This is an optimization exercise on Yosys and OpenROAD, whose aim is small area, not a production implementation. In this exercise RTL edits were held to simulation tests only and were not proved equivalent to the original. The clock port is modelled as an ideal driver; clocking choices that lean on that would not hold on a real chip. Power and IR drop assume default switching activity.

==> flow/design.v (excerpt) <==
module ibuf_rdreq_mgmt #(
  parameter int unsigned BW       = 9,
  parameter int unsigned TAG_W    = 5,
  parameter int unsigned MX_OS_RQ = 4
) (
  input  logic             clk,
  input  logic             rst,
  input  logic [2:0]       cfg_max_rd_req_size,
  input  logic [63:0]      lbuf_addr,
  input  logic [31:0]      lbuf_len,
  input  logic             lbuf_en,
  output logic             lbuf_dn,
  input  logic [BW:0]      cons,
  output logic [BW:0]      committed_prod,
  output logic             rd,
  output logic [63:0]      hst_addr,
  output logic [9:0]       rd_qw,
  input  logic             rd_ack,
  input  logic [TAG_W-1:0] rd_tag,
  input  logic [TAG_W-1:0] cpl_tag,
  output logic [BW-1:0]    cpl_base,
  input  logic             cpl_vld,
  input  logic             cpl_last,
  output logic             err
);
Settings: LEC_CHECK=0, CAP_MARGIN=0, CORE_MARGIN=2, CORE_UTILIZATION=50, SLEW_MARGIN=0; clock period 8.0 ns.
standard.sh (not shown) runs the stock make flow with config.mk's settings and CLKGATE_MAP_FILE= SYNTH_SCRIPT=/design/flow/synth_recipe.tcl, a recipe that flattens the netlist after the stock synthesis.
==> flow/flow/run.sh <==
#!/bin/bash
# Layout: the standard flow (standard synthesis unchanged), with plain buf_1 cells as the
# port buffers and a clock tree of clkbuf_4 and clkbuf_8 cells without dummy loads.
set -euo pipefail
bash standard.sh \
  "BUFFER_PORTS_ARGS=-buffer_cell sky130_fd_sc_hd__buf_1" \
  "CTS_ARGS=-sink_clustering_enable -repair_clock_nets -dont_use_dummy_load -buf_list {sky130_fd_sc_hd__clkbuf_4 sky130_fd_sc_hd__clkbuf_8} -sink_clustering_size 50" \
  finish > make_finish.log 2>&1
Next try:
==> flow/flow/run.sh (replaced) <==
#!/bin/bash
# Layout: the standard flow (standard synthesis unchanged), with plain buf_1 cells as the
# port buffers and a clock tree of clkbuf_8 cells without dummy loads.
set -euo pipefail
bash standard.sh \
  "BUFFER_PORTS_ARGS=-buffer_cell sky130_fd_sc_hd__buf_1" \
  "CTS_ARGS=-sink_clustering_enable -repair_clock_nets -dont_use_dummy_load -buf_list sky130_fd_sc_hd__clkbuf_8 -sink_clustering_size 30" \
  finish > make_finish.log 2>&1
Effect: The new run finished with timing, DRC and antenna clean; area after synthesis does not change; global-route usage does not change; first-iteration DRC count stays the same; routed wire length is unchanged; clock power barely changes.
Next try:
==> flow/flow/run.sh (replaced) <==
#!/bin/bash
# Layout: the standard flow (standard synthesis unchanged), with plain buf_1 cells as the
# port buffers and a clock tree of clkbuf_8 cells without dummy loads.
set -euo pipefail
bash standard.sh \
  "BUFFER_PORTS_ARGS=-buffer_cell sky130_fd_sc_hd__buf_1" \
  "CTS_ARGS=-sink_clustering_enable -repair_clock_nets -dont_use_dummy_load -buf_list sky130_fd_sc_hd__clkbuf_8 -sink_clustering_size 50 -sink_clustering_max_diameter 200" \
  finish > make_finish.log 2>&1
=> The new run went through all stages and came out clean. Final area stays the same. Hold slack is unchanged. Final cell count stays the same. Sequential share of layout area does not change. Non-clock buffer count does not change. Setup slack is unchanged. Synthesized area is unchanged. Count of clock-buffer cells in the layout does not change.

========
## indigo
The RTL this note starts from:
==> flow/design.v <==
`timescale 1ns/1ps
module ibuf_rdreq_mgmt #(
  parameter int unsigned BW       = 9,
  parameter int unsigned TAG_W    = 5,
  parameter int unsigned MX_OS_RQ = 4
) (
  input  logic             clk,
  input  logic             rst,
  input  logic [2:0]       cfg_max_rd_req_size,
  input  logic [63:0]      lbuf_addr,
  input  logic [31:0]      lbuf_len,
  input  logic             lbuf_en,
  output logic             lbuf_dn,
  input  logic [BW:0]      cons,
  output logic [BW:0]      committed_prod,
  output logic             rd,
  output logic [63:0]      hst_addr,
  output logic [9:0]       rd_qw,
  input  logic             rd_ack,
  input  logic [TAG_W-1:0] rd_tag,
  input  logic [TAG_W-1:0] cpl_tag,
  output logic [BW-1:0]    cpl_base,
  input  logic             cpl_vld,
  input  logic             cpl_last,
  output logic             err
);
  localparam int unsigned NSlot = 4;
  typedef logic [BW:0] ptr_t;
  typedef enum logic [2:0] {
    StIdle,
    StWaitOs,
    StCalc,
    StWaitSpace,
    StReq,
    StUpd,
    StDrain,
    StDone
  } state_e;
  state_e           state_q, state_d;
  logic [63:3]      addr_q;
  logic [31:0]      left_q;
  ptr_t             iprod_q;
  logic             err_q;
  logic             last_q;      
  logic             blt_q;       
  logic [TAG_W-1:0] tag_q   [NSlot];
  ptr_t             start_q [NSlot];
  logic [NSlot-1:0] vld_q;
  logic [NSlot-1:0] done_q;
  logic [1:0]       wr_ptr_q, rd_ptr_q;
  logic             idle, upd, fire, commit;
  logic [8:0]       a, hmask, bsel, bnd_qw, a_nxt;
  logic [9:0]       mx_qw, chunk, lsum;
  logic             hi_ones, blt, last, space_ok;
  logic [22:0]      lz;          
  logic [51:0]      ao;          
  logic [8:0]       anz;         
  logic [8:0]       at;          
  logic [63:3]      addr_nxt, addr_d;
  logic [31:0]      left_nxt, left_d;
  ptr_t             ipc, space;
  logic [NSlot-1:0] match, pend;
  assign a = addr_q[11:3];
  always_comb begin
    unique case (cfg_max_rd_req_size)
      3'd0:    begin mx_qw = 10'd16;  hmask = 9'b111110000; end
      3'd1:    begin mx_qw = 10'd32;  hmask = 9'b111100000; end
      3'd2:    begin mx_qw = 10'd64;  hmask = 9'b111000000; end
      3'd3:    begin mx_qw = 10'd128; hmask = 9'b110000000; end
      3'd4:    begin mx_qw = 10'd256; hmask = 9'b100000000; end
      default: begin mx_qw = 10'd512; hmask = 9'b000000000; end
    endcase
  end
  assign hi_ones = &(a | ~hmask);
  assign blt     = hi_ones && ((a & ~hmask) != '0);
  assign bsel = blt ? a : hmask;
  assign lsum = {1'b0, left_q[8:0]} + {1'b0, bsel};
  assign last = ((left_q[31:9] == 23'd0) && (!lsum[9] || (lsum[8:0] == '0))) ||
                ((left_q[31:9] == 23'd1) && !lsum[9] && (lsum[8:0] == '0));
  always_comb begin
    for (int i = 0; i < 9; i++) begin
      anz[i]    = (i == 0) ? 1'b0 : (anz[i-1] || a[i-1]);
      bnd_qw[i] = a[i] ^ anz[i];
    end
  end
  assign chunk = last_q ? left_q[9:0] : (blt_q ? {1'b0, bnd_qw} : mx_qw);
  assign idle   = (state_q == StIdle);
  assign upd    = (state_q == StUpd);
  assign fire   = (state_q == StReq) && rd_ack;
  assign commit = vld_q[rd_ptr_q] && done_q[rd_ptr_q];
  always_comb begin
    for (int i = 0; i < 9; i++) begin
      at[i]    = (i == 0) ? 1'b1 : (at[i-1] && (a[i-1] || !hmask[i-1]));
      a_nxt[i] = hmask[i] ? (a[i] ^ (upd && at[i])) : (a[i] && !(upd && blt_q));
    end
    for (int j = 0; j < 52; j++) begin
      ao[j]             = (j == 0) ? 1'b1 : (ao[j-1] && addr_q[12+j-1]);
      addr_nxt[12+j]    = addr_q[12+j] ^ (upd && hi_ones && ao[j]);
    end
    addr_nxt[11:3] = a_nxt;
  end
  always_comb begin
    for (int j = 0; j < 23; j++) begin
      lz[j]           = (j == 0) ? 1'b1 : (lz[j-1] && !left_q[9+j-1]);
      left_nxt[9+j]   = left_q[9+j] ^ (upd && !lsum[9] && lz[j]);
    end
    left_nxt[8:0] = upd ? lsum[8:0] : left_q[8:0];
  end
  assign addr_d = idle ? lbuf_addr[63:3] : addr_nxt;
  assign left_d = idle ? lbuf_len : left_nxt;
  assign ipc      = iprod_q + ptr_t'(chunk);
  assign space    = ipc - cons;
  assign space_ok = (space != '0) && (!space[9] || (space[8:0] == '0));
  always_comb begin
    state_d = state_q;
    unique case (state_q)
      StIdle:      if (lbuf_en) state_d = (lbuf_len == '0) ? StDone : StWaitOs;
      StWaitOs:    if (!vld_q[wr_ptr_q]) state_d = StCalc;
      StCalc:      state_d = StWaitSpace;
      StWaitSpace: if (space_ok) state_d = StReq;
      StReq:       if (rd_ack) state_d = StUpd;
      StUpd:       state_d = last_q ? StDrain : StWaitOs;
      StDrain:     if (vld_q == '0) state_d = StDone;
      default:     state_d = StIdle;
    endcase
  end
  always_ff @(posedge clk or negedge rst) begin
    if (!rst) begin
      state_q <= StIdle;
      iprod_q <= '0;
    end else begin
      state_q <= state_d;
      if (upd) begin
        iprod_q <= ipc;
      end
    end
  end
  always_ff @(posedge clk) begin
    addr_q <= addr_d;
    left_q <= left_d;
    last_q <= last;
    blt_q  <= blt;
  end
  for (genvar i = 0; i < NSlot; i++) begin : g_slot
    assign match[i] = vld_q[i] && (tag_q[i] == cpl_tag);
    assign pend[i]  = match[i] && !done_q[i];
    always_ff @(posedge clk) begin
      if (fire && wr_ptr_q == 2'(i)) begin
        tag_q[i]   <= rd_tag;
        start_q[i] <= iprod_q;
        done_q[i]  <= 1'b0;
      end else if (cpl_vld && cpl_last && pend[i]) begin
        done_q[i]  <= 1'b1;
      end
    end
    always_ff @(posedge clk or negedge rst) begin
      if (!rst) begin
        vld_q[i] <= 1'b0;
      end else if (fire && wr_ptr_q == 2'(i)) begin
        vld_q[i] <= 1'b1;
      end else if (commit && rd_ptr_q == 2'(i)) begin
        vld_q[i] <= 1'b0;
      end
    end
  end
  always_ff @(posedge clk or negedge rst) begin
    if (!rst) begin
      wr_ptr_q <= '0;
      rd_ptr_q <= '0;
      err_q    <= 1'b0;
    end else begin
      if (fire) begin
        wr_ptr_q <= wr_ptr_q + 2'd1;
      end
      if (commit) begin
        rd_ptr_q <= rd_ptr_q + 2'd1;
      end
      if (cpl_vld && pend == '0) begin
        err_q <= 1'b1;
      end
    end
  end
  always_comb begin
    cpl_base = '0;
    for (int i = 0; i < NSlot; i++) begin
      if (match[i]) cpl_base = cpl_base | start_q[i][BW-1:0];
    end
  end
  assign lbuf_dn        = (state_q == StDone);
  assign committed_prod = vld_q[rd_ptr_q] ? start_q[rd_ptr_q] : iprod_q;
  assign rd             = (state_q == StReq);
  assign hst_addr       = {addr_q, 3'b000};
  assign rd_qw          = chunk;
  assign err            = err_q;
endmodule
Settings: LEC_CHECK=0, CAP_MARGIN=0, CORE_MARGIN=2, CORE_UTILIZATION=60, GPL_TIMING_DRIVEN=0, SLEW_MARGIN=0; clock period 8.0 ns.
==> flow/flow/run.sh <==
#!/bin/bash
# Layout: the standard flow (standard synthesis unchanged), with plain buf_1 cells as the
# port buffers and a clock tree of clkbuf_8 cells without dummy loads.
set -euo pipefail
bash standard.sh \
  "BUFFER_PORTS_ARGS=-buffer_cell sky130_fd_sc_hd__buf_1" \
  "CTS_ARGS=-sink_clustering_enable -repair_clock_nets -dont_use_dummy_load -buf_list sky130_fd_sc_hd__clkbuf_8" \
  finish > make_finish.log 2>&1
indigo: PASS, flow complete, no timing, DRC or antenna violations
Inputs modified between indigo and zinc:
==> flow/run.sh (new file) <==
#!/bin/bash
# synth_recipe.tcl (not shown) runs the flow's synth.tcl, then flattens the netlist and writes it again
# the make line also repeats each setting of config.mk as NAME=value (left out here)
make -C /OpenROAD-flow-scripts/flow DESIGN_CONFIG=/design/flow/config.mk WORK_HOME=/design/flow/orfs CLKGATE_MAP_FILE= SYNTH_SCRIPT=/design/flow/synth_recipe.tcl finish
removed: flow/flow/run.sh
removed: flow/standard.sh
==> run summary <==
- Looking at worst hold slack across indigo and zinc, the one that comes out lower is zinc.
- indigo consumes less power than zinc.
- Max fraction of area in multi-input gates across indigo and zinc: indigo
Input-level comparison between quartz and zinc:
Settings: changing SLEW_MARGIN from 0 to 20; changing CAP_MARGIN from 0 to 20; removing GPL_TIMING_DRIVEN (formerly 0); changing CORE_UTILIZATION from 60 to 40.
[summary]
- On number of sequential cells in the layout, quartz and zinc are basically level.
- zinc → quartz: detailed placer's ending HPWL down about 3.6%; fraction of cell area in non-clock buffers down 1.4 points.
- The worst setup path startpoint comes out cfg_max_rd_req_size[2] in one run and cfg_max_rd_req_size[1] in the other, namely in quartz and zinc respectively.

========
## lane 4
Another version of the RTL of ibuf_rdreq_mgmt (not shown whole).
Size: ~1000 cells after synthesis, roughly 220 I/O pins, about 8500 sq um of cells after synthesis.
==> flow/design.v (excerpt) <==
module ibuf_rdreq_mgmt #(
  parameter int unsigned BW       = 9,
  parameter int unsigned TAG_W    = 5,
  parameter int unsigned MX_OS_RQ = 4
) (
  input  logic             clk,
  input  logic             rst,
  input  logic [2:0]       cfg_max_rd_req_size,
  input  logic [63:0]      lbuf_addr,
  input  logic [31:0]      lbuf_len,
  input  logic             lbuf_en,
  output logic             lbuf_dn,
  input  logic [BW:0]      cons,
  output logic [BW:0]      committed_prod,
  output logic             rd,
  output logic [63:0]      hst_addr,
  output logic [9:0]       rd_qw,
  input  logic             rd_ack,
  input  logic [TAG_W-1:0] rd_tag,
  input  logic [TAG_W-1:0] cpl_tag,
  output logic [BW-1:0]    cpl_base,
  input  logic             cpl_vld,
  input  logic             cpl_last,
  output logic             err
);
Settings: LEC_CHECK=0, CAP_MARGIN=0, CORE_MARGIN=2, CORE_UTILIZATION=50, SLEW_MARGIN=0; clock period 8.0 ns.
==> flow/flow/run.sh <==
#!/bin/bash
# Layout: the standard flow with these changes.
# - Synthesis is the standard flow's own script (synth_recipe.tcl) with ORFS's synthesis, except that ABC
#   maps the logic for area with flow/area.abc (AIG node-count reduction with &deepsyn, then area-only mapping), and adders are left to ABC instead of being
#   mapped onto half/full-adder cells first (ADDER_MAP_FILE empty). Registers are mapped
#   before ABC runs, so they are the standard synthesis's.
# - Ports are buffered with buf_1 cells.
# - The clock tree uses clkbuf_8 cells and no dummy loads; flow/post_cts.tcl then makes those
#   that can be clkbuf_4 cells within a clock-pin slew of 110 ps.
# Each tool's log is in orfs/logs/; make's output is in make_finish.log.
set -euo pipefail
work=$PWD
{
  head -n 1 synth_recipe.tcl
  cat <<EOT
proc abc {args} {
  set i [lsearch -exact \$args -script]
  if { \$i >= 0 } { set args [lreplace \$args [expr {\$i + 1}] [expr {\$i + 1}] $work/flow/area.abc] }
  yosys abc {*}\$args
}
EOT
  tail -n +2 synth_recipe.tcl
} > area_synth.tcl
bash standard.sh "SYNTH_SCRIPT=$work/area_synth.tcl" "ADDER_MAP_FILE=" \
  "BUFFER_PORTS_ARGS=-buffer_cell sky130_fd_sc_hd__buf_1" \
  "CTS_ARGS=-sink_clustering_enable -repair_clock_nets -dont_use_dummy_load -buf_list sky130_fd_sc_hd__clkbuf_8" \
  "POST_CTS_TCL=$work/flow/post_cts.tcl" \
  finish > make_finish.log 2>&1
==> flow/flow/area.abc <==
strash
&get -n
&deepsyn -T 30
&put
dc2
dch -f
amap -m
==> flow/flow/post_cts.tcl <==
estimate_parasitics -placement
proc my_max_clk_slew {} {
  set mx 0
  foreach pin [get_pins -hierarchical */CLK] {
    set s [get_property $pin slew_max]
    if { $s > $mx } { set mx $s }
  }
  return $mx
}
set my_downsized 0
foreach inst [get_cells clkbuf_*] {
  if { ![string match "*clkbuf_8" [get_full_name [get_lib_cells -of_objects $inst]]] } {
    continue
  }
  replace_cell $inst sky130_fd_sc_hd__clkbuf_4
  estimate_parasitics -placement
  set s [my_max_clk_slew]
  if { $s > 0.110 } {
    replace_cell $inst sky130_fd_sc_hd__clkbuf_8
    estimate_parasitics -placement
  } else {
    incr my_downsized
  }
  puts "post_cts: [get_full_name $inst] as clkbuf_4: max clock pin slew $s"
}
puts "post_cts: $my_downsized clock buffers downsized, max clock pin slew [my_max_clk_slew]"
Input-level comparison between lane 5 and lane 4:
diff --git a/flow/flow/run.sh b/flow/flow/run.sh
--- a/flow/flow/run.sh
+++ b/flow/flow/run.sh
@@ -8,2 +8 @@
-# - The clock tree uses clkbuf_8 cells and no dummy loads; flow/post_cts.tcl then makes those
-#   that can be clkbuf_4 cells within a clock-pin slew of 110 ps.
+# - The clock tree uses clkbuf_8 cells and no dummy loads.
@@ -27 +25,0 @@
-  "POST_CTS_TCL=$work/flow/post_cts.tcl" \
removed: flow/flow/post_cts.tcl
- Share of the clock period used by the worst path after layout, lane 5 and lane 4: larger value in lane 5
- In lane 5, switching power as a share of total power is lower than in lane 4.
- Compare lane 5 and lane 4 | required time of the critical path lower: lane 5
- [lane 5] total power rose about 1.7% relative to lane 4
- Lane 4 -> lane 5: setup slack at placement delta 0, exact match
- [compare] base=lane 4 new=lane 5: routed wire length has remained practically unchanged, via count of the first global-routing pass has remained practically unchanged, global-route usage has remained practically unchanged.

## port drivers added, routing unchanged
Ports are ideal in the flow. The routed layouts listed here were re-timed in OpenROAD. Step 1 assumes that a clkbuf_16 drives the clock port and a buf_2 every other input. Step 2 also shifts input and output timing later by t, the mid clock arrival at the registers, as if the neighbouring blocks saw the same clock. a / b / c = ideal / step 1 / step 2; a / b = the first two.
run	shift t [ns]	setup WS [ns]	pins driven straight from the clock port
the first run of note 1	0.485	2.048 / 2.042 / 1.558	1
the second run of note 1	0.485	2.048 / 2.042 / 1.558	1
the third run of note 1	0.485	2.048 / 2.042 / 1.558	1
indigo	0.487	1.835 / 1.850 / 1.363	1
zinc	0.477	1.352 / 1.375 / 0.898	1
quartz	0.475	1.539 / 1.548 / 1.073	1
lane 4	0.623	1.725 / 1.711 / 1.088	1
lane 5	0.484	1.582 / 1.566 / 1.083	1
After both steps setup and hold are still met in every run listed. The setup slack of lane 4, which loses most, moves by -0.014 ns with the drivers and by -0.637 ns with both steps.
